This is an optimization exercise on Yosys and OpenROAD, whose aim is small area, a short achievable clock period and few clock cycles per item, not a production implementation.
The RTL was checked by simulation tests, not by an equivalence proof against the original design.

**design/flow/design.v**
```verilog
`timescale 1ns / 1ps
`default_nettype none
package orma_pkg;
	localparam int WINDOW      = 10;
	localparam int SAMPLE_BITS = 12;
	localparam int BAND_DIV    = 10;
	localparam int IDX_W  = $clog2(WINDOW);
	localparam int CNT_W  = $clog2(WINDOW + 1);
	localparam int SUM_W  = SAMPLE_BITS + $clog2(WINDOW);
	localparam int REM_W  = CNT_W + 1;
	localparam int STEP_W = $clog2(SAMPLE_BITS);
	localparam int BAND_W = SAMPLE_BITS + 1;
	localparam int AVG_SHIFT   = SUM_W + $clog2(WINDOW);
	localparam int AVG_RECIP_W = SUM_W + 1;
	localparam logic [AVG_RECIP_W-1:0] AVG_RECIP =
		AVG_RECIP_W'(((longint'(1) << AVG_SHIFT) + longint'(WINDOW) - 1) / longint'(WINDOW));
	localparam int BAND_SHIFT   = BAND_W + $clog2(BAND_DIV);
	localparam int BAND_RECIP_W = BAND_W + 1;
	localparam int BAND_Q_W     = BAND_W + BAND_RECIP_W - BAND_SHIFT;
	localparam logic [BAND_RECIP_W-1:0] BAND_RECIP =
		BAND_RECIP_W'(((longint'(1) << BAND_SHIFT) + longint'(BAND_DIV) - 1)
		/ longint'(BAND_DIV));
	typedef enum logic [2:0] {
		ST_IDLE,
		ST_AVG,
		ST_BAND,
		ST_SCAN,
		ST_CHECK,
		ST_DIV,
		ST_DONE
	} state_t;
	typedef struct packed {
		logic             take;
		logic             avg;
		logic             band;
		logic             scan;
		logic [IDX_W-1:0] idx;
		logic             div_init;
		logic             div_step;
		logic             out_load;
	} cmd_t;
	typedef struct packed {
		logic cnt_zero;
	} sts_t;
endpackage
`default_nettype wire
`timescale 1ns / 1ps
`default_nettype none
import orma_pkg::*;
module orma_ctrl (
	input  logic           clk,
	input  logic           arst_n,
	input  logic           in_valid,
	output logic           in_ready,
	output logic           out_valid,
	input  logic           out_ready,
	input  orma_pkg::sts_t sts,
	output orma_pkg::cmd_t cmd
);
	orma_pkg::state_t            state_q;
	orma_pkg::state_t            state_nxt;
	logic [IDX_W-1:0]  idx_q;
	logic [STEP_W-1:0] step_q;
	logic              out_vld_q;
	logic              scan_last;
	logic              step_last;
	assign scan_last = (idx_q == IDX_W'(WINDOW - 1));
	assign step_last = (step_q == STEP_W'(SAMPLE_BITS - 1));
	assign out_valid = out_vld_q;
	always_ff @(posedge clk or negedge arst_n) begin
		if (!arst_n) begin
			state_q   <= ST_IDLE;
			idx_q     <= '0;
			step_q    <= '0;
			out_vld_q <= 1'b0;
		end else begin
			state_q <= state_nxt;
			if (cmd.scan) begin
				idx_q <= scan_last ? '0 : idx_q + IDX_W'(1);
			end
			if (cmd.div_step) begin
				step_q <= step_last ? '0 : step_q + STEP_W'(1);
			end
			if (cmd.out_load) begin
				out_vld_q <= 1'b1;
			end else if (out_ready) begin
				out_vld_q <= 1'b0;
			end
		end
	end
	always_comb begin
		state_nxt = state_q;
		cmd       = '0;
		cmd.idx   = idx_q;
		in_ready  = 1'b0;
		unique case (state_q)
			ST_IDLE: begin
				in_ready = 1'b1;
				if (in_valid) begin
					cmd.take  = 1'b1;
					state_nxt = ST_AVG;
				end
			end
			ST_AVG: begin
				cmd.avg   = 1'b1;
				state_nxt = ST_BAND;
			end
			ST_BAND: begin
				cmd.band  = 1'b1;
				state_nxt = ST_SCAN;
			end
			ST_SCAN: begin
				cmd.scan = 1'b1;
				if (scan_last) begin
					state_nxt = ST_CHECK;
				end
			end
			ST_CHECK: begin
				if (sts.cnt_zero) begin
					state_nxt = ST_DONE;
				end else begin
					cmd.div_init = 1'b1;
					state_nxt    = ST_DIV;
				end
			end
			ST_DIV: begin
				cmd.div_step = 1'b1;
				if (step_last) begin
					state_nxt = ST_DONE;
				end
			end
			ST_DONE: begin
				if (!out_vld_q || out_ready) begin
					cmd.out_load = 1'b1;
					state_nxt    = ST_IDLE;
				end
			end
			default: begin
				state_nxt = ST_IDLE;
			end
		endcase
	end
endmodule
`default_nettype wire
`timescale 1ns / 1ps
`default_nettype none
import orma_pkg::*;
module orma_datapath (
	input  logic                            clk,
	input  logic                            arst_n,
	input  orma_pkg::cmd_t                  cmd,
	input  logic [orma_pkg::SAMPLE_BITS-1:0] sample,
	output orma_pkg::sts_t                  sts,
	output logic [orma_pkg::SAMPLE_BITS-1:0] filtered,
	output logic                            held
);
	logic [SAMPLE_BITS-1:0] win_q [WINDOW];
	logic [SUM_W-1:0]       sum_q;
	logic [SAMPLE_BITS-1:0] avg_q;
	logic [BAND_W-1:0]      hi_q;
	logic [SAMPLE_BITS-1:0] lo_q;
	logic [SUM_W-1:0]       acc_q;
	logic [CNT_W-1:0]       cnt_q;
	logic [REM_W-1:0]       rem_q;
	logic [SAMPLE_BITS-1:0] dvd_q;
	logic [SAMPLE_BITS-1:0] last_q;
	logic                   held_q;
	logic [SAMPLE_BITS-1:0] x;
	logic                   in_band;
	logic [BAND_W-1:0]      avg_ext;
	logic [REM_W-1:0]       trial;
	logic                   fits;
	function automatic logic [SAMPLE_BITS-1:0] avg_of(input logic [SUM_W-1:0] sum);
		logic [SUM_W+AVG_RECIP_W-1:0] prod;
		prod = {{AVG_RECIP_W{1'b0}}, sum} * {{SUM_W{1'b0}}, AVG_RECIP};
		avg_of = prod[AVG_SHIFT +: SAMPLE_BITS];
	endfunction
	function automatic logic [BAND_Q_W-1:0] band_div(input logic [BAND_W-1:0] v);
		logic [BAND_W+BAND_RECIP_W-1:0] prod;
		prod = {{BAND_RECIP_W{1'b0}}, v} * {{BAND_W{1'b0}}, BAND_RECIP};
		band_div = prod[BAND_W+BAND_RECIP_W-1:BAND_SHIFT];
	endfunction
	assign x       = win_q[cmd.idx];
	assign in_band = ({1'b0, x} < hi_q) && (x > lo_q);
	assign avg_ext = {1'b0, avg_q};
	assign trial   = {rem_q[REM_W-2:0], dvd_q[SAMPLE_BITS-1]};
	assign fits    = trial >= {1'b0, cnt_q};
	assign sts.cnt_zero = (cnt_q == '0);
	assign filtered     = last_q;
	assign held         = held_q;
	always_ff @(posedge clk or negedge arst_n) begin
		if (!arst_n) begin
			for (int i = 0; i < WINDOW; i++) begin
				win_q[i] <= '0;
			end
			sum_q  <= '0;
			last_q <= '0;
			held_q <= 1'b0;
		end else begin
			if (cmd.take) begin
				for (int i = 0; i < WINDOW - 1; i++) begin
					win_q[i] <= win_q[i+1];
				end
				win_q[WINDOW-1] <= sample;
				sum_q <= sum_q + {{(SUM_W-SAMPLE_BITS){1'b0}}, sample}
					- {{(SUM_W-SAMPLE_BITS){1'b0}}, win_q[0]};
			end
			if (cmd.out_load) begin
				held_q <= sts.cnt_zero;
				if (!sts.cnt_zero) begin
					last_q <= dvd_q;
				end
			end
		end
	end
	always_ff @(posedge clk) begin
		if (cmd.avg) begin
			avg_q <= avg_of(sum_q);
		end
		if (cmd.band) begin
			hi_q  <= avg_ext + BAND_W'(band_div(avg_ext));
			lo_q  <= avg_q - SAMPLE_BITS'(band_div(avg_ext + BAND_W'(BAND_DIV - 1)));
			acc_q <= '0;
			cnt_q <= '0;
		end else if (cmd.scan && in_band) begin
			acc_q <= acc_q + {{(SUM_W-SAMPLE_BITS){1'b0}}, x};
			cnt_q <= cnt_q + CNT_W'(1);
		end
		if (cmd.div_init) begin
			rem_q <= REM_W'(acc_q[SUM_W-1:SAMPLE_BITS]);
			dvd_q <= acc_q[SAMPLE_BITS-1:0];
		end else if (cmd.div_step) begin
			rem_q <= fits ? (trial - {1'b0, cnt_q}) : trial;
			dvd_q <= {dvd_q[SAMPLE_BITS-2:0], fits};
		end
	end
endmodule
`default_nettype wire
`timescale 1ns / 1ps
`default_nettype none
import orma_pkg::*;
module outlier_rejecting_moving_average_core (
	input  logic                            clk,
	input  logic                            arst_n,
	input  logic                            in_valid,
	output logic                            in_ready,
	input  logic [orma_pkg::SAMPLE_BITS-1:0] in_sample,
	output logic                            out_valid,
	input  logic                            out_ready,
	output logic [orma_pkg::SAMPLE_BITS-1:0] out_filtered,
	output logic                            out_held
);
	orma_pkg::cmd_t cmd;
	orma_pkg::sts_t sts;
	orma_ctrl u_ctrl (
		.clk       (clk),
		.arst_n    (arst_n),
		.in_valid  (in_valid),
		.in_ready  (in_ready),
		.out_valid (out_valid),
		.out_ready (out_ready),
		.sts       (sts),
		.cmd       (cmd)
	);
	orma_datapath u_datapath (
		.clk      (clk),
		.arst_n   (arst_n),
		.cmd      (cmd),
		.sample   (in_sample),
		.sts      (sts),
		.filtered (out_filtered),
		.held     (out_held)
	);
endmodule
`default_nettype wire
```
**design/flow/run.sh**
```bash
#!/bin/bash
# synth_recipe.tcl (not shown) runs the flow's synth.tcl, then flattens the netlist and writes it again
# the make line also repeats each setting of config.mk as NAME=value (left out here)
make -C /OpenROAD-flow-scripts/flow DESIGN_CONFIG=/design/flow/config.mk WORK_HOME=/design/flow/orfs CLKGATE_MAP_FILE= SYNTH_SCRIPT=/design/flow/synth_recipe.tcl finish
```
**design/flow/config.mk**
```make
export PLATFORM = sky130hd
export DESIGN_NAME = outlier_rejecting_moving_average_core
export DESIGN_NICKNAME = outlier_rejecting_moving_average_core
export VERILOG_FILES = /design/flow/design.v
export SDC_FILE = /design/flow/constraint.sdc
export NUM_CORES = 4
export LEC_CHECK = 0
export CAP_MARGIN = 20
export CORE_MARGIN = 2
export CORE_UTILIZATION = 40
export SLEW_MARGIN = 20
```
**design/flow/constraint.sdc**
```tcl
create_clock -name core_clock -period 8.0 [get_ports {clk}]
set_input_delay 1.6000 -clock core_clock [delete_from_list [all_inputs] [get_ports {clk}]]
set_output_delay 1.6000 -clock core_clock [all_outputs]
set_load 0.01 [all_outputs]
```
==> summary.txt <==
status=timing/DRC/antenna clean; Worst R2R Path Depth=30; slew margin rel.=0.3267; CTS tree=built; M1 WL=approximately 24 mm; setup TNS=0 ns; final hold vios=0; share of post-route cells with drive strength above 1=0.05305; wire per inst=16.67 µm; Met3 Routed Length=1.729 mm; core area=between 50,000 and 60,000 µm²; multi-input logic area=approximately 14,000 µm²; clk buf depth=3; DP Area=~23,000 µm²; Worst Path Buf+Inv=5; top post-synthesis cells by count=nand2_1, ha_1, inv_1, fa_1, dfrtp_1; fin worst setup slack=approximately 0.43 ns; global-route wire length before repair=85.23 mm; RR Endpoint=u_datapath.lo_q[10]; hold depth=1; final net count=2,925; Post-synth top flop=dfrtp_1; total congestion overflow=0; initial antenna violation count=0; DRC viols=0; largest net degree at the start of global routing=between 100 and 150; register area=6021 µm²; CP Capture Type=register; TritonRoute pass-1 iters=5; Largest stage delay, worst path=0.56 ns; Highest Signal Layer=met4; Post-Synthesis Cell Area=between 20,000 and 25,000 µm²; Tot GR Track Use=0.1853; clock transition at the registers of the reported paths=0.06 ns; setup violators final=0; Mapped Cells=2,321; syn avg cell area=9.497 µm²; Final Max Tran Viols=0; most frequent cell after synthesis=nand2_1; ant diodes=0; register area share after synthesis=0.2731; Antenna Nets Post-Route=0; WL final=51.34 mm; Layout area overhead=10.01%; post-DR vias/cell=5.164; Ports=31; number of flops mapped to enable cells by yosys=53; Highest Clock Rate=132.1 MHz; Die X=238.8 µm; Place WS=0.1183 ns; CP startpoint kind=register; Site Rows=86; Final Cycle Share=0.9459; Synth area leader=ha_1; Die Ht=238.8 µm; fin area=24,250 µm²; number of global-route vias before repair=16,120; Num CTS Buffers=28; Starting DRT DRC Count=approximately 1,100; top post-synthesis cells by area=ha_1, dfrtp_1, fa_1; Yosys top cell area share=0.2151; unrepaired setup endpoints after global routing=no; Hold Path Sink=u_datapath.cnt_q[2]; critical path required time=8.36 ns; GP Congestion=0.8882; port buffer count=30; Async SR Flop Fraction=0.6880; Worst Tran Pin Value=slightly above 1 ns; minimum clock period=7.567 ns; Post-Syn Nets=2,892; Root Buffer=clkbuf_16; max-cap viol count=0; die area=roughly 57,000 µm²; synth warn=3; number of synthesized register bits=234; via count=15,900; post-DP HPWL=40.27 mm; crit path DAT=about 7.9 ns; Layout Skew=0.01150 ns; Top delay family on crit path=adder cells; WL met2=25.07 mm; hold_sp=u_datapath.cnt_q[2]; Starting Density=0.4025; H-tree lvl count=1; Worst R2R Start=u_datapath.avg_q[3]; Crit-path slowest cell=fa_1; Hold WS=0.4867 ns; clock sinks=234; # fillers=5,197; reg2reg setup slack=about 0.43 ns; crit-path max FO=6; Worst Hold Class=register to register; kind of critical path=register to register; distinct cell type count after synthesis=about 80; Worst-Skew Late Latency=around 0.55 ns
-- worst register-to-register path: cells and delay by family (launching register included) --
kind / cells / cell delay (ns)
DFF: 1 / 0.49
AOI/OAI and AO/OA: 10 / 2.00
buffers and inverters: 5 / 0.42
and+or+nand+nor: 6 / 0.89
xor gates and xnor gates: 1 / 0.12
adders and majority gates: 8 / 3.48
-- cell usage in the layout, fill, tap and decap left out, drive strengths merged, types with 29 or more instances in the layout --
| cell type | instances |
|---|---|
| clkdlybuf4s50 | 29 |
| fa | 176 |
| nand2 | 447 |
| a21o | 31 |
| dfrtp | 161 |
| ha | 379 |
| a21oi | 71 |
| inv | 375 |
| buf | 32 |
| nor2 | 84 |
| nand3 | 33 |
| o21ai | 66 |
| xnor2 | 55 |
| edfxtp | 53 |
| xor2 | 30 |
| clkbuf | 38 |
-- routing by layer --
layer / up-vias / global-route usage
met4: 0 / 0.04148
met1: 7776 / 0.2512
met3: 57 / 0.01582
met2: 305 / 0.3218
met5: - / 0
li1: 7762 / -
-- stage by stage --
| stage | std cells | utilization |
|---|---|---|
| floorplan | 2321 | - |
| global placement | 3025 | 0.4238 |
| detailed placement | 3025 | 0.4238 |
| CTS | 3076 | 0.4415 |
| global route | 3079 | 0.4428 |
| finish | 3079 | 0.4428 |
-- state kept, by name (all words and copies together) (netlist names) --
name and count:
u_ctrl.idx_q 4, u_datapath.lo_q 12, u_datapath.win_q 120, u_datapath.last_q 12
u_datapath.rem_q 4, u_datapath.cnt_q 4, u_datapath.avg_q 12, u_datapath.held_q 1
u_ctrl.out_vld_q 1, u_datapath.acc_q 16, u_datapath.hi_q 13, u_datapath.dvd_q 12
u_ctrl.step_q 4, u_datapath.sum_q 16, u_ctrl.state_q 3
-- area by class of cell --
class	count	area share
Clock inverter	13	0.006140
Timing Repair Buffer	61	0.02203
Tap cell	704	0.03632
Sequential cell	234	0.2483
Multi-Input combinational cell	1654	0.5954
Inverter	375	0.05805
Clock buffer	38	0.03380
-- kinds of logic after synthesis --
family / Yosys count / synth area share
compound gates: 301 / 0.09434
simple gates: 682 / 0.1336
buf+inv: 433 / 0.07526
flops: 234 / 0.2731
mux: 31 / 0.01498
fa+ha+maj: 555 / 0.3750
xor+xnor: 85 / 0.03377
-- worst max path at each step --
stage,startpoint,end,slack [ns],cells past startpoint
after floorplan,u_datapath.avg_q[1],u_datapath.lo_q[11],0.98,29
after global placement,u_datapath.avg_q[4],u_datapath.lo_q[11],0.36,28
after detailed placement,u_datapath.avg_q[4],u_datapath.lo_q[10],0.12,29
after CTS,u_datapath.avg_q[4],u_datapath.lo_q[10],0.07,29
after global routing,u_datapath.avg_q[3],u_datapath.lo_q[10],0.01,30
final,u_datapath.avg_q[3],u_datapath.lo_q[10],0.43,30
-- what timing repair did --
| action | 4_1_cts | 5_1_grt |
|---|---|---|
| setup buffers | 0 | 3 |
| resized for setup | 0 | 6 |
| endpoints found under the setup margin | 0 | 6 |
| hold buffers | 0 | 0 |
Testbench counts, summed over its fixed seeds: cycles 190,580, items 8,000.

[static timing again, ports no longer ideal]
In the flow no input, the clock included, has a driving cell. The finished layout below was timed again as built, in two steps. Step 1: set_driving_cell puts a clkbuf_16 on clk and a buf_2 on each other input, an assumption about the parent block. Step 2 adds t to the input delays and takes it off the output delays; t is the mean of the earliest and latest rising clock arrival at the registers after step 1. Input paths then give back, and output paths get back, about the clock's delay inside the block. Three values: ideal ports, drivers, drivers and shift; two values: the first two.
t, ns: 0.593
slack for setup (ns): 0.433 / 0.433 / 0.433
worst setup path at the end: register to register
After both steps this run still meets setup and hold. The setup slack of this run moves by 0.000 ns with the drivers and by 0.000 ns with both steps.
